What follows belongs to an exercise in optimizing a design on an open flow for small area, a short achievable clock period and few clock cycles per item; a production flow would make more cautious choices. Only simulation tests tie the RTL to the original design; equivalence was not proved. Power is estimated from default activity; no workload was simulated.

==> flow/design.v (outline; a module is shown in full before it is edited, if it fits) <==
// module pimt_mul_lane: 3722 lines
// module pimt_vec_mul: 109 lines
module pimt_vec_mul (
    input  logic           clk,
    input  logic           rst_n,
    input  logic           alphamulk_vld,
    output logic           alphamulk_rdy,
    input  logic [127:0]   alpha_mul_k,
    input  logic [127:0]   pi_m_i,
    output logic [127:0]   pimt_result,
    output logic [3:0]     pimt_sat,
    output logic           pimt_result_vld,
    input  logic           pimt_result_rdy,
    output logic [15:0]    sat_cnt
);
  // ...
==> flow/flow/run.sh <==
#!/bin/bash
# Standard layout with two changes:
#  1. after the standard synthesis, flow/polarity.py removes the inverters
#     that Yosys leaves between full-adder cells (a full adder is self-dual,
#     so an adder can work on complemented signals instead); registers, ports
#     and all other cells are untouched;
#  2. the resizer's setup repair aims below the clock period
#     (SETUP_SLACK_MARGIN), so that the achieved period shrinks.
# Each tool's output goes to a log file in this folder (ORFS's own per-step
# logs are under orfs/logs).
set -euo pipefail
WH=$(grep -o 'WORK_HOME=[^ ]*' standard.sh | head -1 | cut -d= -f2)
R=$WH/results/sky130hd/pimt_vec_mul/base
bash standard.sh "$R/1_2_yosys.v" > synth.log 2>&1
cp "$R/1_2_yosys.v" 1_2_yosys.orig.v
python3 flow/polarity.py 1_2_yosys.orig.v "$R/1_2_yosys.v" > polarity.log 2>&1
bash standard.sh SETUP_SLACK_MARGIN=${MARGIN:-7} finish > standard_flow.log 2>&1
==> flow/flow/polarity.py <==
#!/usr/bin/env python3
"""Remove inverters around full-adder cells in a flat Yosys netlist.

A full adder is self-dual: FA(~a, ~b, ~c) = (~sum, ~cout). Yosys's extract_fa
often builds adders with inverted inputs and outputs, which leaves an inverter
between most adders. This pass chooses, for each sky130 fa cell, whether to use
it on the complemented signals, so that as few signals as possible need an
inverter, then rewrites the netlist with one inverter per signal that still
needs its complement. Nothing else changes: every other cell, every register
and every port keeps its name and function.

usage: polarity.py IN.v OUT.v
"""
import re
import sys
from collections import defaultdict

src = open(sys.argv[1]).read()

m = re.search(r'\bmodule\s+(\S+)\s*\(', src)
start = m.start()
body_start = src.index(';', m.end()) + 1
end = src.rindex('endmodule')
head, body, tail = src[:body_start], src[body_start:end], src[end:]

# statements of the module body
stmts = [re.sub(r'\(\*.*?\*\)', '', s, flags=re.S) for s in re.split(r';', body)]
cell_re = re.compile(r'^\s*(sky130_fd_sc_hd__\w+)\s+(\\\S+\s|\S+)\s*\((.*)\)\s*$', re.S)
pin_re = re.compile(r'\.(\w+)\s*\(\s*((?:\\\S+\s)|[^()]*?)\s*\)', re.S)

INV = re.compile(r'sky130_fd_sc_hd__(clk)?inv_\d+$')
OUTPINS = {'X', 'Y', 'Q', 'Q_N', 'SUM', 'COUT', 'HI', 'LO'}


def norm(n):
    n = n.strip()
    return n


cells = []       # [type, name, {pin: net}, stmt index]
other = []       # statement indices that are not cells
port_nets = set()
for i, s in enumerate(stmts):
    mm = cell_re.match(s)
    if mm:
        typ, name, pins = mm.group(1), mm.group(2).strip(), mm.group(3)
        pd = {p: norm(n) for p, n in pin_re.findall(pins)}
        cells.append([typ, name, pd, i])
    else:
        t = s.strip()
        if t.startswith('output') or t.startswith('input'):
            # input [3:0] a  -> port names
            nm = t.split()[-1]
            port_nets.add(nm)

# expand port names to bit nets lazily: a net "a[3]" belongs to port "a"


def is_port(n):
    base = n.split('[')[0].strip()
    return base in port_nets or n in port_nets


driver = {}
for c in cells:
    typ, name, pd, _ = c
    for p, n in pd.items():
        if p in OUTPINS:
            driver[n] = c

# inverters we may remove: input and output internal nets
removable = []
for c in cells:
    typ, name, pd, _ = c
    if INV.match(typ) and not is_port(pd['Y']) and not pd['A'].startswith("1'"):
        removable.append(c)
rem_names = set(c[1] for c in removable)
inv_of = {c[2]['Y']: c[2]['A'] for c in removable}


def root(n):
    pol = 0
    seen = 0
    while n in inv_of:
        n = inv_of[n]
        pol ^= 1
        seen += 1
        if seen > 100:
            break
    return n, pol


fas = [c for c in cells if re.match(r'sky130_fd_sc_hd__fa_\d+$', c[0])]
fa_idx = {c[1]: i for i, c in enumerate(fas)}
flip = [0] * len(fas)

# consumers per root: list of (kind, ref, pol) where kind 'fa' -> ref is fa index
cons = defaultdict(list)     # root -> list of [fa_index or -1, pol]
for c in cells:
    typ, name, pd, _ = c
    if name in rem_names:
        continue
    fi = fa_idx.get(name, -1)
    for p, n in pd.items():
        if p in OUTPINS or n.startswith("1'"):
            continue
        r, pol = root(n)
        cons[r].append((fi, pol))
# nets used by assigns / ports (non-cell statements): fixed consumers
for i, s in enumerate(stmts):
    t = s.strip()
    if t.startswith('assign'):
        rhs = t.split('=', 1)[1]
        for tok in re.findall(r'\\\S+\s|[A-Za-z_][\w$]*(?:\s*\[\d+\])?', rhs):
            tok = tok.strip()
            if tok in inv_of or tok in driver:
                r, pol = root(tok)
                cons[r].append((-1, pol))
for n in list(inv_of) + list(driver):
    if is_port(n):
        r, pol = root(n)
        cons[r].append((-1, pol))

# physical polarity of a root: 1 when driven by a flipped FA output
out_of_fa = {}
for i, c in enumerate(fas):
    for p in ('SUM', 'COUT'):
        if p in c[2]:
            out_of_fa[c[2][p]] = i


def phys(r):
    i = out_of_fa.get(r)
    return flip[i] if i is not None else 0


def cost(r):
    ph = phys(r)
    need = set()
    for fi, pol in cons[r]:
        want = pol ^ (flip[fi] if fi >= 0 else 0)
        need.add(want ^ ph)
    return 1 if 1 in need else 0


roots_of_fa = []
for i, c in enumerate(fas):
    rs = set()
    for p in ('A', 'B', 'CIN'):
        rs.add(root(c[2][p])[0])
    for p in ('SUM', 'COUT'):
        if p in c[2]:
            rs.add(c[2][p])
    roots_of_fa.append(rs)

before = sum(cost(r) for r in cons)

# Start from a consistent assignment where one exists: union-find with parity
# over the adders, joining driver and consumer of each signal (fixed drivers
# and consumers are node -1, never flipped).
par = list(range(len(fas) + 1))
rel = [0] * (len(fas) + 1)        # parity to parent
FIXED = len(fas)


def find(x):
    if par[x] == x:
        return x, 0
    r, pp = find(par[x])
    par[x] = r
    rel[x] ^= pp
    return r, rel[x]


sys.setrecursionlimit(100000)
for r in cons:
    d = out_of_fa.get(r)
    dn = FIXED if d is None else d
    for fi, pol in cons[r]:
        cn = FIXED if fi < 0 else fi
        # want flip_c ^ flip_d == pol
        ra, pa = find(dn)
        rb, pb = find(cn)
        if ra == rb:
            continue
        # keep FIXED as a root
        if rb == FIXED:
            ra, rb, pa, pb = rb, ra, pb, pa
        par[rb] = ra
        rel[rb] = pa ^ pb ^ pol
for i in range(len(fas)):
    r_, pi = find(i)
    fr, fp = find(FIXED)
    flip[i] = pi ^ (fp if r_ == fr else 0) if r_ == fr else pi
init = sum(cost(r) for r in cons)
if init > before:
    flip = [0] * len(fas)
improved = True
passes = 0
while improved and passes < 50:
    improved = False
    passes += 1
    for i in range(len(fas)):
        rs = roots_of_fa[i]
        c0 = sum(cost(r) for r in rs)
        flip[i] ^= 1
        c1 = sum(cost(r) for r in rs)
        if c1 < c0:
            improved = True
        else:
            flip[i] ^= 1
after = sum(cost(r) for r in cons)

# ---- rewrite ---------------------------------------------------------------
newnet = {}
extra_decl = []
extra_cells = []
cnt = [0]


def comp_net(r):
    if r not in newnet:
        cnt[0] += 1
        n = f'_polinv_{cnt[0]}_'
        newnet[r] = n
        extra_decl.append(f'  wire {n};')
        extra_cells.append(f'  sky130_fd_sc_hd__inv_1 _polinv_cell_{cnt[0]}_ (\n    .A({r}),\n    .Y({n})\n  )')
    return newnet[r]


def fmt_cell(typ, name, pd):
    pins = ',\n'.join(f'    .{p}({n.strip() + " " if n.strip().startswith(chr(92)) else n})' for p, n in pd.items())
    return f'  {typ} {name} (\n{pins}\n  )'


out_stmts = list(stmts)
for c in cells:
    typ, name, pd, si = c
    if name in rem_names:
        out_stmts[si] = None
        continue
    fi = fa_idx.get(name, -1)
    f = flip[fi] if fi >= 0 else 0
    npd = {}
    for p, n in pd.items():
        if p in OUTPINS or n.startswith("1'"):
            npd[p] = n
            continue
        r, pol = root(n)
        want = pol ^ f
        if want == phys(r):
            npd[p] = r if not r.startswith('\\') else r + ' '
        else:
            npd[p] = comp_net(r if not r.startswith('\\') else r + ' ')
    out_stmts[si] = fmt_cell(typ, name, npd)

# assigns referencing removed inverter outputs: rewrite operands
for i, s in enumerate(out_stmts):
    if s is None:
        continue
    t = s.strip()
    if t.startswith('assign'):
        lhs, rhs = s.split('=', 1)

        def sub(mm):
            tok = mm.group(0)
            k = tok.strip()
            if k in inv_of:
                r, pol = root(k)
                rr = r if not r.startswith('\\') else r + ' '
                if pol == phys(r):
                    return rr
                return comp_net(rr)
            if k in out_of_fa and phys(k):
                return comp_net(k if not k.startswith('\\') else k + ' ')
            return tok
        rhs = re.sub(r'\\\S+\s|[A-Za-z_][\w$]*(?:\s*\[\d+\])?', sub, rhs)
        out_stmts[i] = lhs + '=' + rhs

# a flipped FA output that feeds a port or a removed-inverter chain ending in a
# port is handled through cons (fixed consumers); ports driven directly by a
# flipped FA output would change the port's value, so refuse that case.
for n in driver:
    if is_port(n) and n in out_of_fa and phys(n):
        sys.exit(f'port {n} driven by a flipped adder')

text = ';'.join(s for s in out_stmts if s is not None)
# insert declarations and cells before endmodule
text = text.rstrip() + '\n' + '\n'.join(extra_decl) + '\n' + ';\n'.join(extra_cells) + (';\n' if extra_cells else '')
open(sys.argv[2], 'w').write(head + text + tail)
print(f'fa {len(fas)} removed inverters {len(removable)} flipped {sum(flip)} '
      f'needed complements before {before} init {init} after {after} passes {passes}', file=sys.stderr)
==> flow/standard.sh <==
#!/bin/bash
# synth_recipe.tcl (not shown) runs the flow's synth.tcl, then flattens the netlist and writes it again
# the make line also repeats each setting of config.mk as NAME=value (left out here)
make -C /OpenROAD-flow-scripts/flow DESIGN_CONFIG=/design/flow/config.mk WORK_HOME=/design/flow/orfs CLKGATE_MAP_FILE= SYNTH_SCRIPT=/design/flow/synth_recipe.tcl "${@:-finish}"
==> flow/config.mk <==
export PLATFORM = sky130hd
export DESIGN_NAME = pimt_vec_mul
export DESIGN_NICKNAME = pimt_vec_mul
export VERILOG_FILES = /design/flow/design.v
export SDC_FILE = /design/flow/constraint.sdc
export NUM_CORES = 4
export LEC_CHECK = 0
export ABC_CLOCK_PERIOD_IN_PS = 4000
export CAP_MARGIN = 20
export CORE_MARGIN = 2
export CORE_UTILIZATION = 40
export SLEW_MARGIN = 20
==> flow/constraint.sdc <==
create_clock -name core_clock -period 11.0 [get_ports {clk}]
set_input_delay 2.2000 -clock core_clock [delete_from_list [all_inputs] [get_ports {clk}]]
set_output_delay 2.2000 -clock core_clock [all_outputs]
set_load 0.01 [all_outputs]
==> flow_summary.toml, run 1 <==
[run_status]
status = "complete, no violations"

[run]
drv_cap = 0

[pwr]
switchingPower_mw = 26.9
p_int_mw = 32.3
pg_clk_mw = 9.35

[clocking]
cts_tree = "built"
cts_sinks = 2327

[cells_and_area]
largest_register_ffs = 924
clock_area_frac = 0.0527
final_cell_area_sq_mm = 0.175
layout-drive-gt1-share = 0.0813
buf_share = 0.0409
num-nonclk-inverters = 999
multiInputGateArea_sq_mm = 0.0908

[setup_path]
crit_chain = "fa_1, ha_1, a21oi_2, o21ai_0, a21oi_1, o21bai_1, a21o_1, a21oi_1, o31ai_1, xnor2_1"
worstSetupEndpointType = "register"
regToRegSetupSlack_ns = 6.87
critPathArrivalTime_ns = 4.89
r2r-start = "g_lane[2].u_lane.r0_43_2$_DFF_P_"

[synthesis]
synthesis.nets = 16000

[worst_hold_path]
hold_start = "vld_p[1]$_DFF_PN0_"

[sta]
fmax_mhz = 242
layout_setup_ws_ns = 6.87

[global_route]
use_met3 = 0.0661
grt_use_met1 = 0.344
grt_max_degree = 161

[drt]
route.detailed.drc = 0

[placed_design]
routabilityCongestion = 0.868

[floorplanning]
start_util = 0.402
ios = 410
Testbench counts, summed over its fixed seeds: cycles 8,016, items 8,000.
==> run 2: changes to the inputs <==
--- a/flow/design.v
+++ b/flow/design.v
@@ -3,6 +3,7 @@
 endpackage
 module pimt_mul_lane (
     input  logic        clk,
+    input  logic        en,        
     input  logic [31:0] a,
     input  logic [31:0] b,
     output logic [31:0] result,
@@ -1473,14 +1474,53 @@
     logic c1382;
     logic s1383;
     logic c1384;
+    logic s1385;
+    logic c1386;
+    logic s1387;
+    logic c1388;
+    logic s1389;
+    logic c1390;
+    logic s1391;
+    logic c1392;
+    logic s1393;
+    logic c1394;
+    logic s1395;
+    logic c1396;
+    logic s1397;
+    logic c1398;
+    logic s1399;
+    logic c1400;
+    logic s1401;
+    logic c1402;
+    logic s1403;
+    logic c1404;
+    logic s1405;
+    logic c1406;
+    logic s1407;
+    logic c1408;
+    logic s1409;
+    logic c1410;
+    logic s1411;
+    logic c1412;
+    logic s1413;
+    logic c1414;
+    logic s1415;
+    logic c1416;
+    logic s1417;
+    logic c1418;
+    logic s1419;
+    logic c1420;
+    logic s1421;
+    logic c1422;
+    logic s1423;
+    logic c1424;
     logic r0_0_0;
     logic r0_0_1;
     logic r0_1_0;
     logic r0_2_0;
-    logic r0_2_1;
-    logic r0_2_2;
     logic r0_3_0;
     logic r0_3_1;
+    logic r0_3_2;
     logic r0_4_0;
     logic r0_4_1;
     logic r0_4_2;
@@ -1599,99 +1639,43 @@
     logic r0_42_1;
     logic r0_42_2;
     logic r0_43_0;
-    logic r0_43_1;
-    logic r0_43_2;
     logic r0_44_0;
     logic r0_44_1;
-    logic r0_44_2;
     logic r0_45_0;
     logic r0_45_1;
-    logic r0_45_2;
     logic r0_46_0;
     logic r0_46_1;
-    logic r0_46_2;
     logic r0_47_0;
     logic r0_47_1;
-    logic r0_47_2;
     logic r0_48_0;
     logic r0_48_1;
-    logic r0_48_2;
     logic r0_49_0;
     logic r0_49_1;
-    logic r0_49_2;
     logic r0_50_0;
     logic r0_50_1;
-    logic r0_50_2;
     logic r0_51_0;
     logic r0_51_1;
-    logic r0_51_2;
     logic r0_52_0;
     logic r0_52_1;
-    logic r0_52_2;
     logic r0_53_0;
     logic r0_53_1;
-    logic r0_53_2;
     logic r0_54_0;
     logic r0_54_1;
-    logic r0_54_2;
     logic r0_55_0;
     logic r0_55_1;
-    logic r0_55_2;
     logic r0_56_0;
     logic r0_56_1;
-    logic r0_56_2;
     logic r0_57_0;
-    logic r0_57_2;
+    logic r0_57_1;
     logic r0_58_0;
     logic r0_58_1;
-    logic r0_58_2;
     logic r0_59_0;
-    logic r0_59_2;
+    logic r0_59_1;
     logic r0_60_0;
     logic r0_60_1;
-    logic r0_60_2;
     logic r0_61_0;
     logic r0_62_0;
-    logic s1385;
-    logic c1386;
-    logic s1387;
-    logic c1388;
-    logic s1389;
-    logic c1390;
-    logic s1391;
-    logic c1392;
-    logic s1393;
-    logic c1394;
-    logic s1395;
-    logic c1396;
-    logic s1397;
-    logic c1398;
-    logic s1399;
-    logic c1400;
-    logic s1401;
-    logic c1402;
-    logic s1403;
-    logic c1404;
-    logic s1405;
-    logic c1406;
-    logic s1407;
-    logic c1408;
-    logic s1409;
-    logic c1410;
-    logic s1411;
-    logic c1412;
-    logic s1413;
-    logic c1414;
-    logic s1415;
-    logic c1416;
-    logic s1417;
-    logic c1418;
-    logic s1419;
-    logic c1420;
-    logic s1421;
-    logic c1422;
-    logic s1423;
-    logic c1424;
+    logic r0_62_1;
     logic s1425;
     logic c1426;
     logic s1427;
@@ -3204,253 +3188,253 @@
     assign c1382 = (pn476 & pp507) | (pn476 & pp539) | (pp507 & pp539);
     assign s1383 = pp508 ^ pp540;
     assign c1384 = pp508 & pp540;
-    assign s1385 = r0_2_0 ^ r0_2_1;
-    assign c1386 = r0_2_0 & r0_2_1;
-    assign s1387 = r0_3_0 ^ r0_3_1;
-    assign c1388 = r0_3_0 & r0_3_1;
-    assign s1389 = r0_4_0 ^ r0_4_1 ^ r0_4_2;
-    assign c1390 = (r0_4_0 & r0_4_1) | (r0_4_0 & r0_4_2) | (r0_4_1 & r0_4_2);
-    assign s1391 = r0_5_0 ^ r0_5_1 ^ r0_5_2;
-    assign c1392 = (r0_5_0 & r0_5_1) | (r0_5_0 & r0_5_2) | (r0_5_1 & r0_5_2);
-    assign s1393 = r0_6_0 ^ r0_6_1 ^ r0_6_2;
-    assign c1394 = (r0_6_0 & r0_6_1) | (r0_6_0 & r0_6_2) | (r0_6_1 & r0_6_2);
-    assign s1395 = r0_7_0 ^ r0_7_1 ^ r0_7_2;
-    assign c1396 = (r0_7_0 & r0_7_1) | (r0_7_0 & r0_7_2) | (r0_7_1 & r0_7_2);
-    assign s1397 = r0_8_0 ^ r0_8_1 ^ r0_8_2;
-    assign c1398 = (r0_8_0 & r0_8_1) | (r0_8_0 & r0_8_2) | (r0_8_1 & r0_8_2);
-    assign s1399 = r0_9_0 ^ r0_9_1 ^ r0_9_2;
-    assign c1400 = (r0_9_0 & r0_9_1) | (r0_9_0 & r0_9_2) | (r0_9_1 & r0_9_2);
-    assign s1401 = r0_10_0 ^ r0_10_1 ^ r0_10_2;
-    assign c1402 = (r0_10_0 & r0_10_1) | (r0_10_0 & r0_10_2) | (r0_10_1 & r0_10_2);
-    assign s1403 = r0_11_0 ^ r0_11_1 ^ r0_11_2;
-    assign c1404 = (r0_11_0 & r0_11_1) | (r0_11_0 & r0_11_2) | (r0_11_1 & r0_11_2);
-    assign s1405 = r0_12_0 ^ r0_12_1 ^ r0_12_2;
-    assign c1406 = (r0_12_0 & r0_12_1) | (r0_12_0 & r0_12_2) | (r0_12_1 & r0_12_2);
-    assign s1407 = r0_13_0 ^ r0_13_1 ^ r0_13_2;
-    assign c1408 = (r0_13_0 & r0_13_1) | (r0_13_0 & r0_13_2) | (r0_13_1 & r0_13_2);
-    assign s1409 = r0_14_0 ^ r0_14_1 ^ r0_14_2;
-    assign c1410 = (r0_14_0 & r0_14_1) | (r0_14_0 & r0_14_2) | (r0_14_1 & r0_14_2);
-    assign s1411 = r0_15_0 ^ r0_15_1 ^ r0_15_2;
-    assign c1412 = (r0_15_0 & r0_15_1) | (r0_15_0 & r0_15_2) | (r0_15_1 & r0_15_2);
-    assign s1413 = r0_16_0 ^ r0_16_1 ^ r0_16_2;
-    assign c1414 = (r0_16_0 & r0_16_1) | (r0_16_0 & r0_16_2) | (r0_16_1 & r0_16_2);
-    assign s1415 = r0_17_0 ^ r0_17_1 ^ r0_17_2;
-    assign c1416 = (r0_17_0 & r0_17_1) | (r0_17_0 & r0_17_2) | (r0_17_1 & r0_17_2);
-    assign s1417 = r0_18_0 ^ r0_18_1 ^ r0_18_2;
-    assign c1418 = (r0_18_0 & r0_18_1) | (r0_18_0 & r0_18_2) | (r0_18_1 & r0_18_2);
-    assign s1419 = r0_19_0 ^ r0_19_1 ^ r0_19_2;
-    assign c1420 = (r0_19_0 & r0_19_1) | (r0_19_0 & r0_19_2) | (r0_19_1 & r0_19_2);
-    assign s1421 = r0_20_0 ^ r0_20_1 ^ r0_20_2;
-    assign c1422 = (r0_20_0 & r0_20_1) | (r0_20_0 & r0_20_2) | (r0_20_1 & r0_20_2);
-    assign s1423 = r0_21_0 ^ r0_21_1 ^ r0_21_2;
-    assign c1424 = (r0_21_0 & r0_21_1) | (r0_21_0 & r0_21_2) | (r0_21_1 & r0_21_2);
-    assign s1425 = r0_22_0 ^ r0_22_1 ^ r0_22_2;
-    assign c1426 = (r0_22_0 & r0_22_1) | (r0_22_0 & r0_22_2) | (r0_22_1 & r0_22_2);
-    assign s1427 = r0_23_0 ^ r0_23_1 ^ r0_23_2;
-    assign c1428 = (r0_23_0 & r0_23_1) | (r0_23_0 & r0_23_2) | (r0_23_1 & r0_23_2);
-    assign s1429 = r0_24_0 ^ r0_24_1 ^ r0_24_2;
-    assign c1430 = (r0_24_0 & r0_24_1) | (r0_24_0 & r0_24_2) | (r0_24_1 & r0_24_2);
-    assign s1431 = r0_25_0 ^ r0_25_1 ^ r0_25_2;
-    assign c1432 = (r0_25_0 & r0_25_1) | (r0_25_0 & r0_25_2) | (r0_25_1 & r0_25_2);
-    assign s1433 = r0_26_0 ^ r0_26_1 ^ r0_26_2;
-    assign c1434 = (r0_26_0 & r0_26_1) | (r0_26_0 & r0_26_2) | (r0_26_1 & r0_26_2);
-    assign s1435 = r0_27_0 ^ r0_27_1 ^ r0_27_2;
-    assign c1436 = (r0_27_0 & r0_27_1) | (r0_27_0 & r0_27_2) | (r0_27_1 & r0_27_2);
-    assign s1437 = r0_28_0 ^ r0_28_1 ^ r0_28_2;
-    assign c1438 = (r0_28_0 & r0_28_1) | (r0_28_0 & r0_28_2) | (r0_28_1 & r0_28_2);
-    assign s1439 = r0_29_0 ^ r0_29_1 ^ r0_29_2;
-    assign c1440 = (r0_29_0 & r0_29_1) | (r0_29_0 & r0_29_2) | (r0_29_1 & r0_29_2);
-    assign s1441 = r0_30_0 ^ r0_30_1 ^ r0_30_2;
-    assign c1442 = (r0_30_0 & r0_30_1) | (r0_30_0 & r0_30_2) | (r0_30_1 & r0_30_2);
-    assign s1443 = r0_31_0 ^ r0_31_1 ^ r0_31_2;
-    assign c1444 = (r0_31_0 & r0_31_1) | (r0_31_0 & r0_31_2) | (r0_31_1 & r0_31_2);
-    assign s1445 = r0_32_0 ^ r0_32_1 ^ r0_32_2;
-    assign c1446 = (r0_32_0 & r0_32_1) | (r0_32_0 & r0_32_2) | (r0_32_1 & r0_32_2);
-    assign s1447 = r0_33_0 ^ r0_33_1 ^ r0_33_2;
-    assign c1448 = (r0_33_0 & r0_33_1) | (r0_33_0 & r0_33_2) | (r0_33_1 & r0_33_2);
-    assign s1449 = r0_34_0 ^ r0_34_1 ^ r0_34_2;
-    assign c1450 = (r0_34_0 & r0_34_1) | (r0_34_0 & r0_34_2) | (r0_34_1 & r0_34_2);
-    assign s1451 = r0_35_0 ^ r0_35_1 ^ r0_35_2;
-    assign c1452 = (r0_35_0 & r0_35_1) | (r0_35_0 & r0_35_2) | (r0_35_1 & r0_35_2);
-    assign s1453 = r0_36_0 ^ r0_36_1 ^ r0_36_2;
-    assign c1454 = (r0_36_0 & r0_36_1) | (r0_36_0 & r0_36_2) | (r0_36_1 & r0_36_2);
-    assign s1455 = r0_37_0 ^ r0_37_1 ^ r0_37_2;
-    assign c1456 = (r0_37_0 & r0_37_1) | (r0_37_0 & r0_37_2) | (r0_37_1 & r0_37_2);
-    assign s1457 = r0_38_0 ^ r0_38_1 ^ r0_38_2;
-    assign c1458 = (r0_38_0 & r0_38_1) | (r0_38_0 & r0_38_2) | (r0_38_1 & r0_38_2);
-    assign s1459 = r0_39_0 ^ r0_39_1 ^ r0_39_2;
-    assign c1460 = (r0_39_0 & r0_39_1) | (r0_39_0 & r0_39_2) | (r0_39_1 & r0_39_2);
-    assign s1461 = r0_40_0 ^ r0_40_1 ^ r0_40_2;
-    assign c1462 = (r0_40_0 & r0_40_1) | (r0_40_0 & r0_40_2) | (r0_40_1 & r0_40_2);
-    assign s1463 = r0_41_0 ^ r0_41_1 ^ r0_41_2;
-    assign c1464 = (r0_41_0 & r0_41_1) | (r0_41_0 & r0_41_2) | (r0_41_1 & r0_41_2);
-    assign s1465 = r0_42_0 ^ r0_42_1 ^ r0_42_2;
-    assign c1466 = (r0_42_0 & r0_42_1) | (r0_42_0 & r0_42_2) | (r0_42_1 & r0_42_2);
-    assign s1467 = r0_43_0 ^ r0_43_1 ^ r0_43_2;
-    assign c1468 = (r0_43_0 & r0_43_1) | (r0_43_0 & r0_43_2) | (r0_43_1 & r0_43_2);
-    assign s1469 = r0_44_0 ^ r0_44_1 ^ r0_44_2;
-    assign c1470 = (r0_44_0 & r0_44_1) | (r0_44_0 & r0_44_2) | (r0_44_1 & r0_44_2);
-    assign s1471 = r0_45_0 ^ r0_45_1 ^ r0_45_2;
-    assign c1472 = (r0_45_0 & r0_45_1) | (r0_45_0 & r0_45_2) | (r0_45_1 & r0_45_2);
-    assign s1473 = r0_46_0 ^ r0_46_1 ^ r0_46_2;
-    assign c1474 = (r0_46_0 & r0_46_1) | (r0_46_0 & r0_46_2) | (r0_46_1 & r0_46_2);
-    assign s1475 = r0_47_0 ^ r0_47_1 ^ r0_47_2;
-    assign c1476 = (r0_47_0 & r0_47_1) | (r0_47_0 & r0_47_2) | (r0_47_1 & r0_47_2);
-    assign s1477 = r0_48_0 ^ r0_48_1 ^ r0_48_2;
-    assign c1478 = (r0_48_0 & r0_48_1) | (r0_48_0 & r0_48_2) | (r0_48_1 & r0_48_2);
-    assign s1479 = r0_49_0 ^ r0_49_1 ^ r0_49_2;
-    assign c1480 = (r0_49_0 & r0_49_1) | (r0_49_0 & r0_49_2) | (r0_49_1 & r0_49_2);
-    assign s1481 = r0_50_0 ^ r0_50_1 ^ r0_50_2;
-    assign c1482 = (r0_50_0 & r0_50_1) | (r0_50_0 & r0_50_2) | (r0_50_1 & r0_50_2);
-    assign s1483 = r0_51_0 ^ r0_51_1 ^ r0_51_2;
-    assign c1484 = (r0_51_0 & r0_51_1) | (r0_51_0 & r0_51_2) | (r0_51_1 & r0_51_2);
-    assign s1485 = r0_52_0 ^ r0_52_1 ^ r0_52_2;
-    assign c1486 = (r0_52_0 & r0_52_1) | (r0_52_0 & r0_52_2) | (r0_52_1 & r0_52_2);
-    assign s1487 = r0_53_0 ^ r0_53_1 ^ r0_53_2;
-    assign c1488 = (r0_53_0 & r0_53_1) | (r0_53_0 & r0_53_2) | (r0_53_1 & r0_53_2);
-    assign s1489 = r0_54_0 ^ r0_54_1 ^ r0_54_2;
-    assign c1490 = (r0_54_0 & r0_54_1) | (r0_54_0 & r0_54_2) | (r0_54_1 & r0_54_2);
-    assign s1491 = r0_55_0 ^ r0_55_1 ^ r0_55_2;
-    assign c1492 = (r0_55_0 & r0_55_1) | (r0_55_0 & r0_55_2) | (r0_55_1 & r0_55_2);
-    assign s1493 = r0_56_0 ^ r0_56_1 ^ r0_56_2;
-    assign c1494 = (r0_56_0 & r0_56_1) | (r0_56_0 & r0_56_2) | (r0_56_1 & r0_56_2);
-    assign s1495 = r0_57_0 ^ r0_57_2 ^ 1'b1;
-    assign c1496 = (r0_57_0 & r0_57_2) | (r0_57_0 & 1'b1) | (r0_57_2 & 1'b1);
-    assign s1497 = r0_58_0 ^ r0_58_1 ^ r0_58_2;
-    assign c1498 = (r0_58_0 & r0_58_1) | (r0_58_0 & r0_58_2) | (r0_58_1 & r0_58_2);
-    assign s1499 = r0_59_0 ^ r0_59_2 ^ 1'b1;
-    assign c1500 = (r0_59_0 & r0_59_2) | (r0_59_0 & 1'b1) | (r0_59_2 & 1'b1);
-    assign s1501 = r0_60_0 ^ r0_60_1 ^ r0_60_2;
-    assign c1502 = (r0_60_0 & r0_60_1) | (r0_60_0 & r0_60_2) | (r0_60_1 & r0_60_2);
-    assign s1503 = r0_61_0 ^ 1'b1;
-    assign c1504 = r0_61_0 & 1'b1;
+    assign s1385 = pp3 ^ pp35 ^ nq1_0;
+    assign c1386 = (pp3 & pp35) | (pp3 & nq1_0) | (pp35 & nq1_0);
+    assign s1387 = pn510 ^ pp541 ^ c1384;
+    assign c1388 = (pn510 & pp541) | (pn510 & c1384) | (pp541 & c1384);
+    assign s1389 = pp542 ^ 1'b1 ^ c1388;
+    assign c1390 = (pp542 & 1'b1) | (pp542 & c1388) | (1'b1 & c1388);
+    assign s1391 = 1'b1 ^ s1383 ^ c1382;
+    assign c1392 = (1'b1 & s1383) | (1'b1 & c1382) | (s1383 & c1382);
+    assign s1393 = s1381 ^ c1272 ^ c1380;
+    assign c1394 = (s1381 & c1272) | (s1381 & c1380) | (c1272 & c1380);
+    assign s1395 = 1'b1 ^ s1379 ^ c1378;
+    assign c1396 = (1'b1 & s1379) | (1'b1 & c1378) | (s1379 & c1378);
+    assign s1397 = c1268 ^ s1377 ^ c1376;
+    assign c1398 = (c1268 & s1377) | (c1268 & c1376) | (s1377 & c1376);
+    assign s1399 = s1375 ^ c1264 ^ c1374;
+    assign c1400 = (s1375 & c1264) | (s1375 & c1374) | (c1264 & c1374);
+    assign s1401 = c1260 ^ s1373 ^ c1372;
+    assign c1402 = (c1260 & s1373) | (c1260 & c1372) | (s1373 & c1372);
+    assign s1403 = c1256 ^ s1371 ^ c1370;
+    assign c1404 = (c1256 & s1371) | (c1256 & c1370) | (s1371 & c1370);
+    assign s1405 = c1252 ^ s1369 ^ c1368;
+    assign c1406 = (c1252 & s1369) | (c1252 & c1368) | (s1369 & c1368);
+    assign s1407 = c1248 ^ s1367 ^ c1366;
+    assign c1408 = (c1248 & s1367) | (c1248 & c1366) | (s1367 & c1366);
+    assign s1409 = s1365 ^ c1244 ^ c1364;
+    assign c1410 = (s1365 & c1244) | (s1365 & c1364) | (c1244 & c1364);
+    assign s1411 = c1240 ^ s1363 ^ c1362;
+    assign c1412 = (c1240 & s1363) | (c1240 & c1362) | (s1363 & c1362);
+    assign s1413 = c1236 ^ s1361 ^ c1360;
+    assign c1414 = (c1236 & s1361) | (c1236 & c1360) | (s1361 & c1360);
+    assign s1415 = c1232 ^ s1359 ^ c1358;
+    assign c1416 = (c1232 & s1359) | (c1232 & c1358) | (s1359 & c1358);
+    assign s1417 = c1228 ^ s1357 ^ c1356;
+    assign c1418 = (c1228 & s1357) | (c1228 & c1356) | (s1357 & c1356);
+    assign s1419 = c1224 ^ s1355 ^ c1354;
+    assign c1420 = (c1224 & s1355) | (c1224 & c1354) | (s1355 & c1354);
+    assign s1421 = c1220 ^ s1353 ^ c1352;
+    assign c1422 = (c1220 & s1353) | (c1220 & c1352) | (s1353 & c1352);
+    assign s1423 = c1216 ^ s1351 ^ c1350;
+    assign c1424 = (c1216 & s1351) | (c1216 & c1350) | (s1351 & c1350);
+    assign s1425 = r0_3_0 ^ r0_3_1;
+    assign c1426 = r0_3_0 & r0_3_1;
+    assign s1427 = r0_4_0 ^ r0_4_1 ^ r0_4_2;
+    assign c1428 = (r0_4_0 & r0_4_1) | (r0_4_0 & r0_4_2) | (r0_4_1 & r0_4_2);
+    assign s1429 = r0_5_0 ^ r0_5_1 ^ r0_5_2;
+    assign c1430 = (r0_5_0 & r0_5_1) | (r0_5_0 & r0_5_2) | (r0_5_1 & r0_5_2);
+    assign s1431 = r0_6_0 ^ r0_6_1 ^ r0_6_2;
+    assign c1432 = (r0_6_0 & r0_6_1) | (r0_6_0 & r0_6_2) | (r0_6_1 & r0_6_2);
+    assign s1433 = r0_7_0 ^ r0_7_1 ^ r0_7_2;
+    assign c1434 = (r0_7_0 & r0_7_1) | (r0_7_0 & r0_7_2) | (r0_7_1 & r0_7_2);
+    assign s1435 = r0_8_0 ^ r0_8_1 ^ r0_8_2;
+    assign c1436 = (r0_8_0 & r0_8_1) | (r0_8_0 & r0_8_2) | (r0_8_1 & r0_8_2);
+    assign s1437 = r0_9_0 ^ r0_9_1 ^ r0_9_2;
+    assign c1438 = (r0_9_0 & r0_9_1) | (r0_9_0 & r0_9_2) | (r0_9_1 & r0_9_2);
+    assign s1439 = r0_10_0 ^ r0_10_1 ^ r0_10_2;
+    assign c1440 = (r0_10_0 & r0_10_1) | (r0_10_0 & r0_10_2) | (r0_10_1 & r0_10_2);
+    assign s1441 = r0_11_0 ^ r0_11_1 ^ r0_11_2;
+    assign c1442 = (r0_11_0 & r0_11_1) | (r0_11_0 & r0_11_2) | (r0_11_1 & r0_11_2);
+    assign s1443 = r0_12_0 ^ r0_12_1 ^ r0_12_2;
+    assign c1444 = (r0_12_0 & r0_12_1) | (r0_12_0 & r0_12_2) | (r0_12_1 & r0_12_2);
+    assign s1445 = r0_13_0 ^ r0_13_1 ^ r0_13_2;
+    assign c1446 = (r0_13_0 & r0_13_1) | (r0_13_0 & r0_13_2) | (r0_13_1 & r0_13_2);
+    assign s1447 = r0_14_0 ^ r0_14_1 ^ r0_14_2;
+    assign c1448 = (r0_14_0 & r0_14_1) | (r0_14_0 & r0_14_2) | (r0_14_1 & r0_14_2);
+    assign s1449 = r0_15_0 ^ r0_15_1 ^ r0_15_2;
+    assign c1450 = (r0_15_0 & r0_15_1) | (r0_15_0 & r0_15_2) | (r0_15_1 & r0_15_2);
+    assign s1451 = r0_16_0 ^ r0_16_1 ^ r0_16_2;
+    assign c1452 = (r0_16_0 & r0_16_1) | (r0_16_0 & r0_16_2) | (r0_16_1 & r0_16_2);
+    assign s1453 = r0_17_0 ^ r0_17_1 ^ r0_17_2;
+    assign c1454 = (r0_17_0 & r0_17_1) | (r0_17_0 & r0_17_2) | (r0_17_1 & r0_17_2);
+    assign s1455 = r0_18_0 ^ r0_18_1 ^ r0_18_2;
+    assign c1456 = (r0_18_0 & r0_18_1) | (r0_18_0 & r0_18_2) | (r0_18_1 & r0_18_2);
+    assign s1457 = r0_19_0 ^ r0_19_1 ^ r0_19_2;
+    assign c1458 = (r0_19_0 & r0_19_1) | (r0_19_0 & r0_19_2) | (r0_19_1 & r0_19_2);
+    assign s1459 = r0_20_0 ^ r0_20_1 ^ r0_20_2;
+    assign c1460 = (r0_20_0 & r0_20_1) | (r0_20_0 & r0_20_2) | (r0_20_1 & r0_20_2);
+    assign s1461 = r0_21_0 ^ r0_21_1 ^ r0_21_2;
+    assign c1462 = (r0_21_0 & r0_21_1) | (r0_21_0 & r0_21_2) | (r0_21_1 & r0_21_2);
+    assign s1463 = r0_22_0 ^ r0_22_1 ^ r0_22_2;
+    assign c1464 = (r0_22_0 & r0_22_1) | (r0_22_0 & r0_22_2) | (r0_22_1 & r0_22_2);
+    assign s1465 = r0_23_0 ^ r0_23_1 ^ r0_23_2;
+    assign c1466 = (r0_23_0 & r0_23_1) | (r0_23_0 & r0_23_2) | (r0_23_1 & r0_23_2);
+    assign s1467 = r0_24_0 ^ r0_24_1 ^ r0_24_2;
+    assign c1468 = (r0_24_0 & r0_24_1) | (r0_24_0 & r0_24_2) | (r0_24_1 & r0_24_2);
+    assign s1469 = r0_25_0 ^ r0_25_1 ^ r0_25_2;
+    assign c1470 = (r0_25_0 & r0_25_1) | (r0_25_0 & r0_25_2) | (r0_25_1 & r0_25_2);
+    assign s1471 = r0_26_0 ^ r0_26_1 ^ r0_26_2;
+    assign c1472 = (r0_26_0 & r0_26_1) | (r0_26_0 & r0_26_2) | (r0_26_1 & r0_26_2);
+    assign s1473 = r0_27_0 ^ r0_27_1 ^ r0_27_2;
+    assign c1474 = (r0_27_0 & r0_27_1) | (r0_27_0 & r0_27_2) | (r0_27_1 & r0_27_2);
+    assign s1475 = r0_28_0 ^ r0_28_1 ^ r0_28_2;
+    assign c1476 = (r0_28_0 & r0_28_1) | (r0_28_0 & r0_28_2) | (r0_28_1 & r0_28_2);
+    assign s1477 = r0_29_0 ^ r0_29_1 ^ r0_29_2;
+    assign c1478 = (r0_29_0 & r0_29_1) | (r0_29_0 & r0_29_2) | (r0_29_1 & r0_29_2);
+    assign s1479 = r0_30_0 ^ r0_30_1 ^ r0_30_2;
+    assign c1480 = (r0_30_0 & r0_30_1) | (r0_30_0 & r0_30_2) | (r0_30_1 & r0_30_2);
+    assign s1481 = r0_31_0 ^ r0_31_1 ^ r0_31_2;
+    assign c1482 = (r0_31_0 & r0_31_1) | (r0_31_0 & r0_31_2) | (r0_31_1 & r0_31_2);
+    assign s1483 = r0_32_0 ^ r0_32_1 ^ r0_32_2;
+    assign c1484 = (r0_32_0 & r0_32_1) | (r0_32_0 & r0_32_2) | (r0_32_1 & r0_32_2);
+    assign s1485 = r0_33_0 ^ r0_33_1 ^ r0_33_2;
+    assign c1486 = (r0_33_0 & r0_33_1) | (r0_33_0 & r0_33_2) | (r0_33_1 & r0_33_2);
+    assign s1487 = r0_34_0 ^ r0_34_1 ^ r0_34_2;
+    assign c1488 = (r0_34_0 & r0_34_1) | (r0_34_0 & r0_34_2) | (r0_34_1 & r0_34_2);
+    assign s1489 = r0_35_0 ^ r0_35_1 ^ r0_35_2;
+    assign c1490 = (r0_35_0 & r0_35_1) | (r0_35_0 & r0_35_2) | (r0_35_1 & r0_35_2);
+    assign s1491 = r0_36_0 ^ r0_36_1 ^ r0_36_2;
+    assign c1492 = (r0_36_0 & r0_36_1) | (r0_36_0 & r0_36_2) | (r0_36_1 & r0_36_2);
+    assign s1493 = r0_37_0 ^ r0_37_1 ^ r0_37_2;
+    assign c1494 = (r0_37_0 & r0_37_1) | (r0_37_0 & r0_37_2) | (r0_37_1 & r0_37_2);
+    assign s1495 = r0_38_0 ^ r0_38_1 ^ r0_38_2;
+    assign c1496 = (r0_38_0 & r0_38_1) | (r0_38_0 & r0_38_2) | (r0_38_1 & r0_38_2);
+    assign s1497 = r0_39_0 ^ r0_39_1 ^ r0_39_2;
+    assign c1498 = (r0_39_0 & r0_39_1) | (r0_39_0 & r0_39_2) | (r0_39_1 & r0_39_2);
+    assign s1499 = r0_40_0 ^ r0_40_1 ^ r0_40_2;
+    assign c1500 = (r0_40_0 & r0_40_1) | (r0_40_0 & r0_40_2) | (r0_40_1 & r0_40_2);
+    assign s1501 = r0_41_0 ^ r0_41_1 ^ r0_41_2;
+    assign c1502 = (r0_41_0 & r0_41_1) | (r0_41_0 & r0_41_2) | (r0_41_1 & r0_41_2);
+    assign s1503 = r0_42_0 ^ r0_42_1 ^ r0_42_2;
+    assign c1504 = (r0_42_0 & r0_42_1) | (r0_42_0 & r0_42_2) | (r0_42_1 & r0_42_2);
     logic [63:0] opS, opC;
     assign opS[0] = r0_0_0;
     assign opC[0] = r0_0_1;
     assign opS[1] = r0_1_0;
     assign opC[1] = 1'b0;
-    assign opS[2] = s1385;
-    assign opC[2] = r0_2_2;
-    assign opS[3] = s1387;
-    assign opC[3] = c1386;
-    assign opS[4] = s1389;
-    assign opC[4] = c1388;
-    assign opS[5] = s1391;
-    assign opC[5] = c1390;
-    assign opS[6] = s1393;
-    assign opC[6] = c1392;
-    assign opS[7] = s1395;
-    assign opC[7] = c1394;
-    assign opS[8] = s1397;
-    assign opC[8] = c1396;
-    assign opS[9] = s1399;
-    assign opC[9] = c1398;
-    assign opS[10] = s1401;
-    assign opC[10] = c1400;
-    assign opS[11] = s1403;
-    assign opC[11] = c1402;
-    assign opS[12] = s1405;
-    assign opC[12] = c1404;
-    assign opS[13] = s1407;
-    assign opC[13] = c1406;
-    assign opS[14] = s1409;
-    assign opC[14] = c1408;
-    assign opS[15] = s1411;
-    assign opC[15] = c1410;
-    assign opS[16] = s1413;
-    assign opC[16] = c1412;
-    assign opS[17] = s1415;
-    assign opC[17] = c1414;
-    assign opS[18] = s1417;
-    assign opC[18] = c1416;
-    assign opS[19] = s1419;
-    assign opC[19] = c1418;
-    assign opS[20] = s1421;
-    assign opC[20] = c1420;
-    assign opS[21] = s1423;
-    assign opC[21] = c1422;
-    assign opS[22] = s1425;
-    assign opC[22] = c1424;
-    assign opS[23] = s1427;
-    assign opC[23] = c1426;
-    assign opS[24] = s1429;
-    assign opC[24] = c1428;
-    assign opS[25] = s1431;
-    assign opC[25] = c1430;
-    assign opS[26] = s1433;
-    assign opC[26] = c1432;
-    assign opS[27] = s1435;
-    assign opC[27] = c1434;
-    assign opS[28] = s1437;
-    assign opC[28] = c1436;
-    assign opS[29] = s1439;
-    assign opC[29] = c1438;
-    assign opS[30] = s1441;
-    assign opC[30] = c1440;
-    assign opS[31] = s1443;
-    assign opC[31] = c1442;
-    assign opS[32] = s1445;
-    assign opC[32] = c1444;
-    assign opS[33] = s1447;
-    assign opC[33] = c1446;
-    assign opS[34] = s1449;
-    assign opC[34] = c1448;
-    assign opS[35] = s1451;
-    assign opC[35] = c1450;
-    assign opS[36] = s1453;
-    assign opC[36] = c1452;
-    assign opS[37] = s1455;
-    assign opC[37] = c1454;
-    assign opS[38] = s1457;
-    assign opC[38] = c1456;
-    assign opS[39] = s1459;
-    assign opC[39] = c1458;
-    assign opS[40] = s1461;
-    assign opC[40] = c1460;
-    assign opS[41] = s1463;
-    assign opC[41] = c1462;
-    assign opS[42] = s1465;
-    assign opC[42] = c1464;
-    assign opS[43] = s1467;
-    assign opC[43] = c1466;
-    assign opS[44] = s1469;
-    assign opC[44] = c1468;
-    assign opS[45] = s1471;
-    assign opC[45] = c1470;
-    assign opS[46] = s1473;
-    assign opC[46] = c1472;
-    assign opS[47] = s1475;
-    assign opC[47] = c1474;
-    assign opS[48] = s1477;
-    assign opC[48] = c1476;
-    assign opS[49] = s1479;
-    assign opC[49] = c1478;
-    assign opS[50] = s1481;
-    assign opC[50] = c1480;
-    assign opS[51] = s1483;
-    assign opC[51] = c1482;
-    assign opS[52] = s1485;
-    assign opC[52] = c1484;
-    assign opS[53] = s1487;
-    assign opC[53] = c1486;
-    assign opS[54] = s1489;
-    assign opC[54] = c1488;
-    assign opS[55] = s1491;
-    assign opC[55] = c1490;
-    assign opS[56] = s1493;
-    assign opC[56] = c1492;
-    assign opS[57] = s1495;
-    assign opC[57] = c1494;
-    assign opS[58] = s1497;
-    assign opC[58] = c1496;
-    assign opS[59] = s1499;
-    assign opC[59] = c1498;
-    assign opS[60] = s1501;
-    assign opC[60] = c1500;
-    assign opS[61] = s1503;
-    assign opC[61] = c1502;
+    assign opS[2] = r0_2_0;
+    assign opC[2] = 1'b0;
+    assign opS[3] = s1425;
+    assign opC[3] = r0_3_2;
+    assign opS[4] = s1427;
+    assign opC[4] = c1426;
+    assign opS[5] = s1429;
+    assign opC[5] = c1428;
+    assign opS[6] = s1431;
+    assign opC[6] = c1430;
+    assign opS[7] = s1433;
+    assign opC[7] = c1432;
+    assign opS[8] = s1435;
+    assign opC[8] = c1434;
+    assign opS[9] = s1437;
+    assign opC[9] = c1436;
+    assign opS[10] = s1439;
+    assign opC[10] = c1438;
+    assign opS[11] = s1441;
+    assign opC[11] = c1440;
+    assign opS[12] = s1443;
+    assign opC[12] = c1442;
+    assign opS[13] = s1445;
+    assign opC[13] = c1444;
+    assign opS[14] = s1447;
+    assign opC[14] = c1446;
+    assign opS[15] = s1449;
+    assign opC[15] = c1448;
+    assign opS[16] = s1451;
+    assign opC[16] = c1450;
+    assign opS[17] = s1453;
+    assign opC[17] = c1452;
+    assign opS[18] = s1455;
+    assign opC[18] = c1454;
+    assign opS[19] = s1457;
+    assign opC[19] = c1456;
+    assign opS[20] = s1459;
+    assign opC[20] = c1458;
+    assign opS[21] = s1461;
+    assign opC[21] = c1460;
+    assign opS[22] = s1463;
+    assign opC[22] = c1462;
+    assign opS[23] = s1465;
+    assign opC[23] = c1464;
+    assign opS[24] = s1467;
+    assign opC[24] = c1466;
+    assign opS[25] = s1469;
+    assign opC[25] = c1468;
+    assign opS[26] = s1471;
+    assign opC[26] = c1470;
+    assign opS[27] = s1473;
+    assign opC[27] = c1472;
+    assign opS[28] = s1475;
+    assign opC[28] = c1474;
+    assign opS[29] = s1477;
+    assign opC[29] = c1476;
+    assign opS[30] = s1479;
+    assign opC[30] = c1478;
+    assign opS[31] = s1481;
+    assign opC[31] = c1480;
+    assign opS[32] = s1483;
+    assign opC[32] = c1482;
+    assign opS[33] = s1485;
+    assign opC[33] = c1484;
+    assign opS[34] = s1487;
+    assign opC[34] = c1486;
+    assign opS[35] = s1489;
+    assign opC[35] = c1488;
+    assign opS[36] = s1491;
+    assign opC[36] = c1490;
+    assign opS[37] = s1493;
+    assign opC[37] = c1492;
+    assign opS[38] = s1495;
+    assign opC[38] = c1494;
+    assign opS[39] = s1497;
+    assign opC[39] = c1496;
+    assign opS[40] = s1499;
+    assign opC[40] = c1498;
+    assign opS[41] = s1501;
+    assign opC[41] = c1500;
+    assign opS[42] = s1503;
+    assign opC[42] = c1502;
+    assign opS[43] = r0_43_0;
+    assign opC[43] = c1504;
+    assign opS[44] = r0_44_0;
+    assign opC[44] = r0_44_1;
+    assign opS[45] = r0_45_0;
+    assign opC[45] = r0_45_1;
+    assign opS[46] = r0_46_0;
+    assign opC[46] = r0_46_1;
+    assign opS[47] = r0_47_0;
+    assign opC[47] = r0_47_1;
+    assign opS[48] = r0_48_0;
+    assign opC[48] = r0_48_1;
+    assign opS[49] = r0_49_0;
+    assign opC[49] = r0_49_1;
+    assign opS[50] = r0_50_0;
+    assign opC[50] = r0_50_1;
+    assign opS[51] = r0_51_0;
+    assign opC[51] = r0_51_1;
+    assign opS[52] = r0_52_0;
+    assign opC[52] = r0_52_1;
+    assign opS[53] = r0_53_0;
+    assign opC[53] = r0_53_1;
+    assign opS[54] = r0_54_0;
+    assign opC[54] = r0_54_1;
+    assign opS[55] = r0_55_0;
+    assign opC[55] = r0_55_1;
+    assign opS[56] = r0_56_0;
+    assign opC[56] = r0_56_1;
+    assign opS[57] = r0_57_0;
+    assign opC[57] = r0_57_1;
+    assign opS[58] = r0_58_0;
+    assign opC[58] = r0_58_1;
+    assign opS[59] = r0_59_0;
+    assign opC[59] = r0_59_1;
+    assign opS[60] = r0_60_0;
+    assign opC[60] = r0_60_1;
+    assign opS[61] = r0_61_0;
+    assign opC[61] = 1'b0;
     assign opS[62] = r0_62_0;
-    assign opC[62] = c1504;
+    assign opC[62] = r0_62_1;
     assign opS[63] = 1'b1;
     assign opC[63] = 1'b0;
     always_ff @(posedge clk) begin
@@ -3537,11 +3521,10 @@
         r0_0_0 <= pp1;
         r0_0_1 <= nq0_0;
         r0_1_0 <= pp2;
-        r0_2_0 <= pp3;
-        r0_2_1 <= pp35;
-        r0_2_2 <= nq1_0;
+        r0_2_0 <= s1385;
         r0_3_0 <= pp4;
         r0_3_1 <= pp36;
+        r0_3_2 <= c1386;
         r0_4_0 <= s1273;
         r0_4_1 <= pp69;
         r0_4_2 <= nq2_0;
@@ -3659,66 +3642,50 @@
         r0_42_0 <= s1349;
         r0_42_1 <= c1212;
         r0_42_2 <= c1348;
-        r0_43_0 <= s1351;
-        r0_43_1 <= c1216;
-        r0_43_2 <= c1350;
-        r0_44_0 <= s1353;
-        r0_44_1 <= c1220;
-        r0_44_2 <= c1352;
-        r0_45_0 <= s1355;
-        r0_45_1 <= c1224;
-        r0_45_2 <= c1354;
-        r0_46_0 <= s1357;
-        r0_46_1 <= c1228;
-        r0_46_2 <= c1356;
-        r0_47_0 <= s1359;
-        r0_47_1 <= c1232;
-        r0_47_2 <= c1358;
-        r0_48_0 <= s1361;
-        r0_48_1 <= c1236;
-        r0_48_2 <= c1360;
-        r0_49_0 <= s1363;
-        r0_49_1 <= c1240;
-        r0_49_2 <= c1362;
-        r0_50_0 <= s1365;
-        r0_50_1 <= c1244;
-        r0_50_2 <= c1364;
-        r0_51_0 <= s1367;
-        r0_51_1 <= c1248;
-        r0_51_2 <= c1366;
-        r0_52_0 <= s1369;
-        r0_52_1 <= c1252;
-        r0_52_2 <= c1368;
-        r0_53_0 <= s1371;
-        r0_53_1 <= c1256;
-        r0_53_2 <= c1370;
-        r0_54_0 <= s1373;
-        r0_54_1 <= c1260;
-        r0_54_2 <= c1372;
-        r0_55_0 <= s1375;
-        r0_55_1 <= c1264;
-        r0_55_2 <= c1374;
-        r0_56_0 <= s1377;
-        r0_56_1 <= c1268;
-        r0_56_2 <= c1376;
-        r0_57_0 <= s1379;
-        r0_57_2 <= c1378;
-        r0_58_0 <= s1381;
-        r0_58_1 <= c1272;
-        r0_58_2 <= c1380;
-        r0_59_0 <= s1383;
-        r0_59_2 <= c1382;
-        r0_60_0 <= pn510;
-        r0_60_1 <= pp541;
-        r0_60_2 <= c1384;
-        r0_61_0 <= pp542;
+        r0_43_0 <= s1423;
+        r0_44_0 <= s1421;
+        r0_44_1 <= c1424;
+        r0_45_0 <= s1419;
+        r0_45_1 <= c1422;
+        r0_46_0 <= s1417;
+        r0_46_1 <= c1420;
+        r0_47_0 <= s1415;
+        r0_47_1 <= c1418;
+        r0_48_0 <= s1413;
+        r0_48_1 <= c1416;
+        r0_49_0 <= s1411;
+        r0_49_1 <= c1414;
+        r0_50_0 <= s1409;
+        r0_50_1 <= c1412;
+        r0_51_0 <= s1407;
+        r0_51_1 <= c1410;
+        r0_52_0 <= s1405;
+        r0_52_1 <= c1408;
+        r0_53_0 <= s1403;
+        r0_53_1 <= c1406;
+        r0_54_0 <= s1401;
+        r0_54_1 <= c1404;
+        r0_55_0 <= s1399;
+        r0_55_1 <= c1402;
+        r0_56_0 <= s1397;
+        r0_56_1 <= c1400;
+        r0_57_0 <= s1395;
+        r0_57_1 <= c1398;
+        r0_58_0 <= s1393;
+        r0_58_1 <= c1396;
+        r0_59_0 <= s1391;
+        r0_59_1 <= c1394;
+        r0_60_0 <= s1387;
+        r0_60_1 <= c1392;
+        r0_61_0 <= s1389;
         r0_62_0 <= pn544;
+        r0_62_1 <= c1390;
     end
     logic [63:0] sum;
     logic        ovf;
     assign sum    = opS + opC;
     logic [63:16] sum_q;
-    always_ff @(posedge clk) sum_q <= sum[63:16];
+    always_ff @(posedge clk) if (en) sum_q <= sum[63:16];
     assign ovf    = ~((&sum_q[63:47]) | ~(|sum_q[63:47]));
     assign sat    = ovf;
     assign result = ovf ? {sum_q[63], {31{~sum_q[63]}}} : sum_q[47:16];
@@ -3737,15 +3704,22 @@
     output logic [15:0]    sat_cnt
 );
     localparam int LAT  = pimt_pkg::LANE_LAT;
-    localparam int RING = 7;
+    localparam int RING = 6;
     logic           accept;
     logic           deliver;
-    logic [LAT-1:0] vld_p;
+    logic [LAT-2:0] vld_p;           
+    logic           s3_v;            
+    logic           s3_en;           
+    logic [2:0]     fcnt;            
+    logic [2:0]     fcnt_n;
+    logic           fifo_full;
     logic [127:0]   res_lanes;
     logic [3:0]     sat_lanes;
     logic [131:0]   wr_data;
     logic           wr_en;
     logic [131:0]   head_q;
+    logic [131:0]   head_c;
+    logic [131:0]   head_in;
     logic           head_v;
     logic           head_take;
     logic [131:0]   ring [RING];
@@ -3758,13 +3732,16 @@
     logic [131:0]   ring_out;
     logic [3:0]     occ;
     logic [3:0]     occ_n;
-    logic           full_q;
-    assign accept  = alphamulk_vld & alphamulk_rdy;
+    logic           full_q;          
+    logic           rdy_q;           
+    logic           head_vo;         
+    assign accept  = alphamulk_vld & ~full_q;
     assign deliver = head_v & pimt_result_rdy;
     generate
         for (genvar g = 0; g < 4; g++) begin : g_lane
             pimt_mul_lane u_lane (
                 .clk    (clk),
+                .en     (s3_en),
                 .a      (alpha_mul_k[32*g +: 32]),
                 .b      (pi_m_i[32*g +: 32]),
                 .result (res_lanes[32*g +: 32]),
@@ -3772,11 +3749,17 @@
             );
         end
     endgenerate
+    assign wr_en = s3_v & (~fifo_full | pimt_result_rdy);
+    assign s3_en = ~s3_v | wr_en;
     always_ff @(posedge clk or negedge rst_n) begin
-        if (!rst_n) vld_p <= '0;
-        else        vld_p <= LAT'({vld_p, accept});
+        if (!rst_n) begin
+            vld_p <= '0;
+            s3_v  <= 1'b0;
+        end else begin
+            vld_p <= (LAT-1)'({vld_p, accept});
+            if (s3_en) s3_v <= vld_p[LAT-2];
+        end
     end
-    assign wr_en   = vld_p[LAT-1];
     assign wr_data = {sat_lanes, res_lanes};
     assign head_take = ~head_v | pimt_result_rdy;
     assign ring_wr   = wr_en;
@@ -3787,8 +3770,10 @@
             ring_out = ring_out | (ring[i] & {132{ring_rp[i]}});
         end
     end
+    assign head_in = ring_ne ? ring_out : wr_data;
     always_ff @(posedge clk) begin
-        if (head_take) head_q <= ring_ne ? ring_out : wr_data;
+        head_q <= head_take ? head_in : head_c;
+        head_c <= head_take ? head_in : head_q;
     end
     always_ff @(posedge clk) begin
         for (int i = 0; i < RING; i++) begin
@@ -3798,14 +3783,19 @@
     always_ff @(posedge clk or negedge rst_n) begin
         if (!rst_n) begin
             head_v   <= 1'b0;
+            head_vo  <= 1'b0;
             ring_wp  <= RING'(1);
             ring_rp  <= RING'(1);
             ring_cnt <= '0;
             ring_ne  <= 1'b0;
             occ      <= '0;
+            fcnt     <= '0;
+            fifo_full <= 1'b0;
             full_q   <= 1'b0;
+            rdy_q    <= 1'b1;
         end else begin
-            if (head_take) head_v <= ring_ne | wr_en;
+            head_v   <= head_take ? (ring_ne | wr_en) : head_vo;
+            head_vo  <= head_take ? (ring_ne | wr_en) : head_v;
             if (ring_wr) ring_wp <= {ring_wp[RING-2:0], ring_wp[RING-1]};
             if (ring_rd) ring_rp <= {ring_rp[RING-2:0], ring_rp[RING-1]};
             case ({ring_wr, ring_rd})
@@ -3813,13 +3803,17 @@
                 2'b01: begin ring_cnt <= ring_cnt - 3'd1; ring_ne <= (ring_cnt != 3'd1); end
                 default: ;
             endcase
+            fcnt      <= fcnt_n;
+            fifo_full <= (fcnt_n == 3'd7);
             occ    <= occ_n;
             full_q <= occ_n[3];
+            rdy_q  <= ~occ_n[3];
         end
     end
     assign occ_n = occ + {3'd0, accept} - {3'd0, deliver};
-    assign alphamulk_rdy             = ~full_q;
-    assign pimt_result_vld           = head_v;
+    assign fcnt_n = fcnt + {2'd0, wr_en} - {2'd0, deliver};
+    assign alphamulk_rdy             = rdy_q;
+    assign pimt_result_vld           = head_vo;
     assign {pimt_sat, pimt_result}   = head_q;
     logic sat_seen;
     always_ff @(posedge clk or negedge rst_n) begin
--- a/flow/flow/run.sh
+++ b/flow/flow/run.sh
@@ -14,4 +14,4 @@
 bash standard.sh "$R/1_2_yosys.v" > synth.log 2>&1
 cp "$R/1_2_yosys.v" 1_2_yosys.orig.v
 python3 flow/polarity.py 1_2_yosys.orig.v "$R/1_2_yosys.v" > polarity.log 2>&1
-bash standard.sh SETUP_SLACK_MARGIN=${MARGIN:-7} finish > standard_flow.log 2>&1
+bash standard.sh SETUP_SLACK_MARGIN=${MARGIN:-7.2} finish > standard_flow.log 2>&1
--- a/flow/flow/polarity.py
+++ b/flow/flow/polarity.py
@@ -4,9 +4,10 @@
 A full adder is self-dual: FA(~a, ~b, ~c) = (~sum, ~cout). Yosys's extract_fa
 often builds adders with inverted inputs and outputs, which leaves an inverter
 between most adders. This pass chooses, for each sky130 fa cell, whether to use
-it on the complemented signals, so that as few signals as possible need an
-inverter, then rewrites the netlist with one inverter per signal that still
-needs its complement. Nothing else changes: every other cell, every register
+it on the complemented signals, and for each xor2/xnor2 cell which of the two
+to use, so that as few signals as possible need an inverter (greedy search,
+then simulated annealing with a fixed seed), then rewrites the netlist with one
+inverter per signal that still needs its complement. Nothing else changes: every other cell, every register
 and every port keeps its name and function.
 
 usage: polarity.py IN.v OUT.v
@@ -134,12 +135,30 @@
     return flip[i] if i is not None else 0
 
 
-def cost(r):
+# signals driven by an xor2/xnor2 cell can take either polarity for free
+# (swap the cell between xor2 and xnor2)
+SWAP = {'sky130_fd_sc_hd__xor2_1': 'sky130_fd_sc_hd__xnor2_1',
+        'sky130_fd_sc_hd__xnor2_1': 'sky130_fd_sc_hd__xor2_1'}
+free = set()
+for c in cells:
+    o = c[2].get('X', c[2].get('Y'))
+    if c[0] in SWAP and c[1] not in rem_names and o is not None and not is_port(o):
+        free.add(o)
+
+
+def needs(r):
     ph = phys(r)
     need = set()
     for fi, pol in cons[r]:
         want = pol ^ (flip[fi] if fi >= 0 else 0)
         need.add(want ^ ph)
+    return need
+
+
+def cost(r):
+    need = needs(r)
+    if r in free:
+        return 1 if len(need) > 1 else 0
     return 1 if 1 in need else 0
 
 
@@ -209,6 +228,32 @@
             improved = True
         else:
             flip[i] ^= 1
+# Simulated annealing from the greedy result (fixed seed: deterministic).
+import random
+import math
+rng = random.Random(12345)
+cur = sum(cost(r) for r in cons)
+best = cur
+best_flip = list(flip)
+n_fa = len(fas)
+ITER = 400000
+T0, T1 = 1.5, 0.05
+for it in range(ITER if n_fa else 0):
+    T = T0 * (T1 / T0) ** (it / ITER)
+    i = rng.randrange(n_fa)
+    rs = roots_of_fa[i]
+    c0 = sum(cost(r) for r in rs)
+    flip[i] ^= 1
+    c1 = sum(cost(r) for r in rs)
+    d = c1 - c0
+    if d <= 0 or rng.random() < math.exp(-d / T):
+        cur += d
+        if cur < best:
+            best = cur
+            best_flip = list(flip)
+    else:
+        flip[i] ^= 1
+flip = best_flip
 after = sum(cost(r) for r in cons)
 
 # ---- rewrite ---------------------------------------------------------------
@@ -233,6 +278,14 @@
     return f'  {typ} {name} (\n{pins}\n  )'
 
 
+swapped = set(r for r in free if needs(r) == {1})
+_phys0 = phys
+
+
+def phys(r):
+    return _phys0(r) ^ (1 if r in swapped else 0)
+
+
 out_stmts = list(stmts)
 for c in cells:
     typ, name, pd, si = c
@@ -241,6 +294,10 @@
         continue
     fi = fa_idx.get(name, -1)
     f = flip[fi] if fi >= 0 else 0
+    if typ in SWAP and pd.get('X', pd.get('Y')) in swapped:
+        typ = SWAP[typ]
+        opin = 'X' if 'X' in pd else 'Y'
+        pd = {('Y' if p == 'X' else 'X') if p == opin else p: n for p, n in pd.items()}
     npd = {}
     for p, n in pd.items():
         if p in OUTPINS or n.startswith("1'"):
@@ -288,5 +345,5 @@
 # insert declarations and cells before endmodule
 text = text.rstrip() + '\n' + '\n'.join(extra_decl) + '\n' + ';\n'.join(extra_cells) + (';\n' if extra_cells else '')
 open(sys.argv[2], 'w').write(head + text + tail)
-print(f'fa {len(fas)} removed inverters {len(removable)} flipped {sum(flip)} '
+print(f'swapped xor {len(swapped)} fa {len(fas)} removed inverters {len(removable)} flipped {sum(flip)} '
       f'needed complements before {before} init {init} after {after} passes {passes}', file=sys.stderr)
--- a/flow/config.mk
+++ b/flow/config.mk
@@ -8,5 +8,6 @@
 export ABC_CLOCK_PERIOD_IN_PS = 4000
 export CAP_MARGIN = 20
 export CORE_MARGIN = 2
-export CORE_UTILIZATION = 40
+export CORE_UTILIZATION = 55
+export PLACE_DENSITY = 0.65
 export SLEW_MARGIN = 20
==> run 2 against run 1 <==
  * Register-to-register slack improved by 0.21 ns
  * Core utilization grew 18 points
  * Sequential power up 3%
  * Combinational power shrank 2%
  * Non-clock buffer count rose by 270
  * Worst setup slack better by 0.21 ns
  * Clock-buffer cell count shrank 29
  * Synthesized cell count down 4.1%
  * Power is 2.1% lower
  * First-iteration DRC count is 18% higher
  * Via count grew 3.0%
  * Critical path type unchanged
==> flow_summary.toml, run 2 <==
[cells_and_area]
top_register = "ring"
final_common_cell = "a22oi_1"
final_cells = 16900
fillerInstances = 20900
layout-drive-gt1-share = 0.129
largest_register_ffs = 792
top_regs = "ring: 792 flops, g_lane.u_lane.sum_q: 192 flops"
nNetsFinal = 15400
synthToLayoutAreaGrowth_pct = 14.3
final_cell_mix = "a22oi_1, xnor2_1, fa_1, edfxtp_1, dfxtp_1"

[pwr]
p_sw_frac = 0.436
power.leakage_nw = 64.2
comb_power_share = 0.612
seq_power_share = 0.241
powerDensity_mw_per_mm2 = 330
vdd_drop_max_mv = 0.322
switchingPower_mw = 25.2
p_int_mw = 32.6
power_frac_clock = 0.147

[worst_hold_path]
hold_start = "vld_p[0]$_DFF_PN0_"
whs_endpoint = "vld_p[1]$_DFF_PN0_"
hp-class = "reg -> reg"
hold_depth = 0

[setup_path]
cp_max_fo = 6
worstReg2RegEnd = "g_lane[2].u_lane.r0_36_0$_DFF_P_"
critPathArrivalTime_ns = 4.71
critPathLaunchType = "register"
regToRegSetupSlack_ns = 7.08
r2r-start = "g_lane[2].u_lane.aq24$_DFF_P_"
path_class = "reg -> reg"
reg2reg_depth = 9
worstSetupEndpointType = "register"
critPathRequiredTime_ns = 11.79

[sta]
fmax_mhz = 255
rsz0062_at_grt = "yes"
period_needed_ns = 3.92
fin_crit_sh = 0.356
final_max_slew_viol_count = 0
finalSetupViolCount = 0
setup-tns-final_ns = 0
final_hold_viol_count = 0
finalClockSkew_ns = 0.104
tightest_slew_ns = 1.10
relSlewSlack = 0.266

[floorplanning]
die_w_um = 532
ios = 410
start_util = 0.554
fp-row-count = 193
die_h_um = 532
core_sq_mm = 0.277
die_area_sq_mm = 0.283

[clocking]
cts_tree = "built"
htree_num_levels = 4
clock_latency_ns = 0.98
cts_sinks = 2263
cts_max_path_buffers = 4
cts-hold-fix-buffers = 0
clkTransAtPathRegs_ns = 0.07
cts-root-buf = "clkbuf_16"
cts-buffers-inserted = 241

[synthesis]
synth_area_sq_mm = 0.153
synth_warnings = 3
synthesis.nets = 15400
syn_inst = 13000
syn_avg_cell_area_sq_um = 11.8

[run_status]
status = "complete, no violations"

[placed_design]
numPortBuffers = 409
routabilityCongestion = 0.909
placed_cells = 16100
hpwl_um = 290000

[drt]
drt-initial-drc-count = 15300
wire_per_inst_um = 30.8
wl_um = 520000
num_vias = 115000
via_per_inst = 6.83
route.detailed.drc = 0
antenna_left = 0
dr.pass1.iters = 11

[global_route]
grt_pass1_wl_um = 757000
antenna_found_initial = 25
grt_remaining_overflow = 0
grt_pass1_vias = 121000
track_usage = 0.351
grt_max_degree = 164

[run]
drv_cap = 0
==> run 2: power groups by stage <==
stage               clock network [mW]  registers (mW)  logic, mW
floorplan                            0            13.4       22.6
global placement                     0            14.2       32.0
detailed placement                   0            14.2       32.8
CTS                               8.63            14.0       33.9
global route                      8.97            14.1       39.0
finish                            8.50            13.9       35.4
==> run 2: cell type report <==
type	instances	area, sq um	share of cell area
clock buffers	333	6910	0.0394
well taps	3705	4640	0.0264
multi-input cells	9156	93300	0.532
inverters	310	1190	0.00676
repair buffers	1003	11700	0.0667
flip-flops and latches	2263	56200	0.321
diodes	13	32.5	0.000185
clock inverters	118	1450	0.00826
==> run 2: critical path: stages (launching register included) <==
cell and delay [ns]:
dfxtp_4 0.42, buf_12 0.19, buf_6 0.19, a22oi_1 0.11
xnor2_1 0.24, fa_1 0.50, fa_1 0.58, fa_2 0.48
fa_1 0.58, fa_1 0.47
==> run 2: timing repair <==
item | 4_1_cts | 5_1_grt
gates cloned | 8 | 19
setup buffers | 137 | 217
gates resized for setup | 1068 | 334
hold endpoints to repair | 0 | 0
endpoints found under the setup margin | 1002 | 415
pin swaps | 38 | 167
==> run 2: stage by stage <==
step	setup WS (ns)	utilization	instance area, sq um	total power, mW	hold slack [ns]
after global placement	5.19	0.575	159000	46.2	0.337
after detailed placement	5.12	0.575	159000	47.0	0.348
after global routing	7.03	0.633	175000	62.1	0.376
after floorplan	2.54	-	154000	36.0	0.329
after CTS	7.07	0.618	171000	56.5	0.364
final	7.08	0.633	175000	57.9	0.361
==> run 2: worst max-delay path by stage <==
stage | startpoint | end | cells past startpoint
6_report | g_lane[2].u_lane.aq24$_DFF_P_ | g_lane[2].u_lane.r0_36_0$_DFF_P_ | 9
5_1_grt | g_lane[2].u_lane.r0_4_1$_DFF_P_ | g_lane[2].u_lane.sum_q[60]$_DFFE_PP_ | 13
4_1_cts | g_lane[2].u_lane.r0_15_2$_DFF_P_ | g_lane[2].u_lane.sum_q[60]$_DFFE_PP_ | 12
3_5_place_dp | pimt_result_rdy | ring[5][121]$_DFFE_PP_ | 5
3_3_place_gp | pimt_result_rdy | ring[5][122]$_DFFE_PP_ | 5
2_1_floorplan | pimt_result_rdy | g_lane[0].u_lane.sum_q[16]$_DFFE_PP_ | 1
==> run 2: layer usage <==
layer | vias up | GRT usage | wire length [um]
li1 | 46500 | - | -
met1 | 57500 | 0.439 | 186000
met2 | 8729 | 0.533 | 226000
met3 | 2691 | 0.103 | 66200
met4 | 24 | 0.225 | 41200
met5 | - | 0.000506 | 315
Testbench counts of run 2, summed over its fixed seeds: cycles 8,016, items 8,000.

Setup slack of run 2, layout unchanged: 7.083 ns with ideal ports, 7.083 ns with driving cells assumed (clock clkbuf_16, inputs buf_2), 6.506 ns with port delays also shifted by the 1.031 ns mid clock arrival.
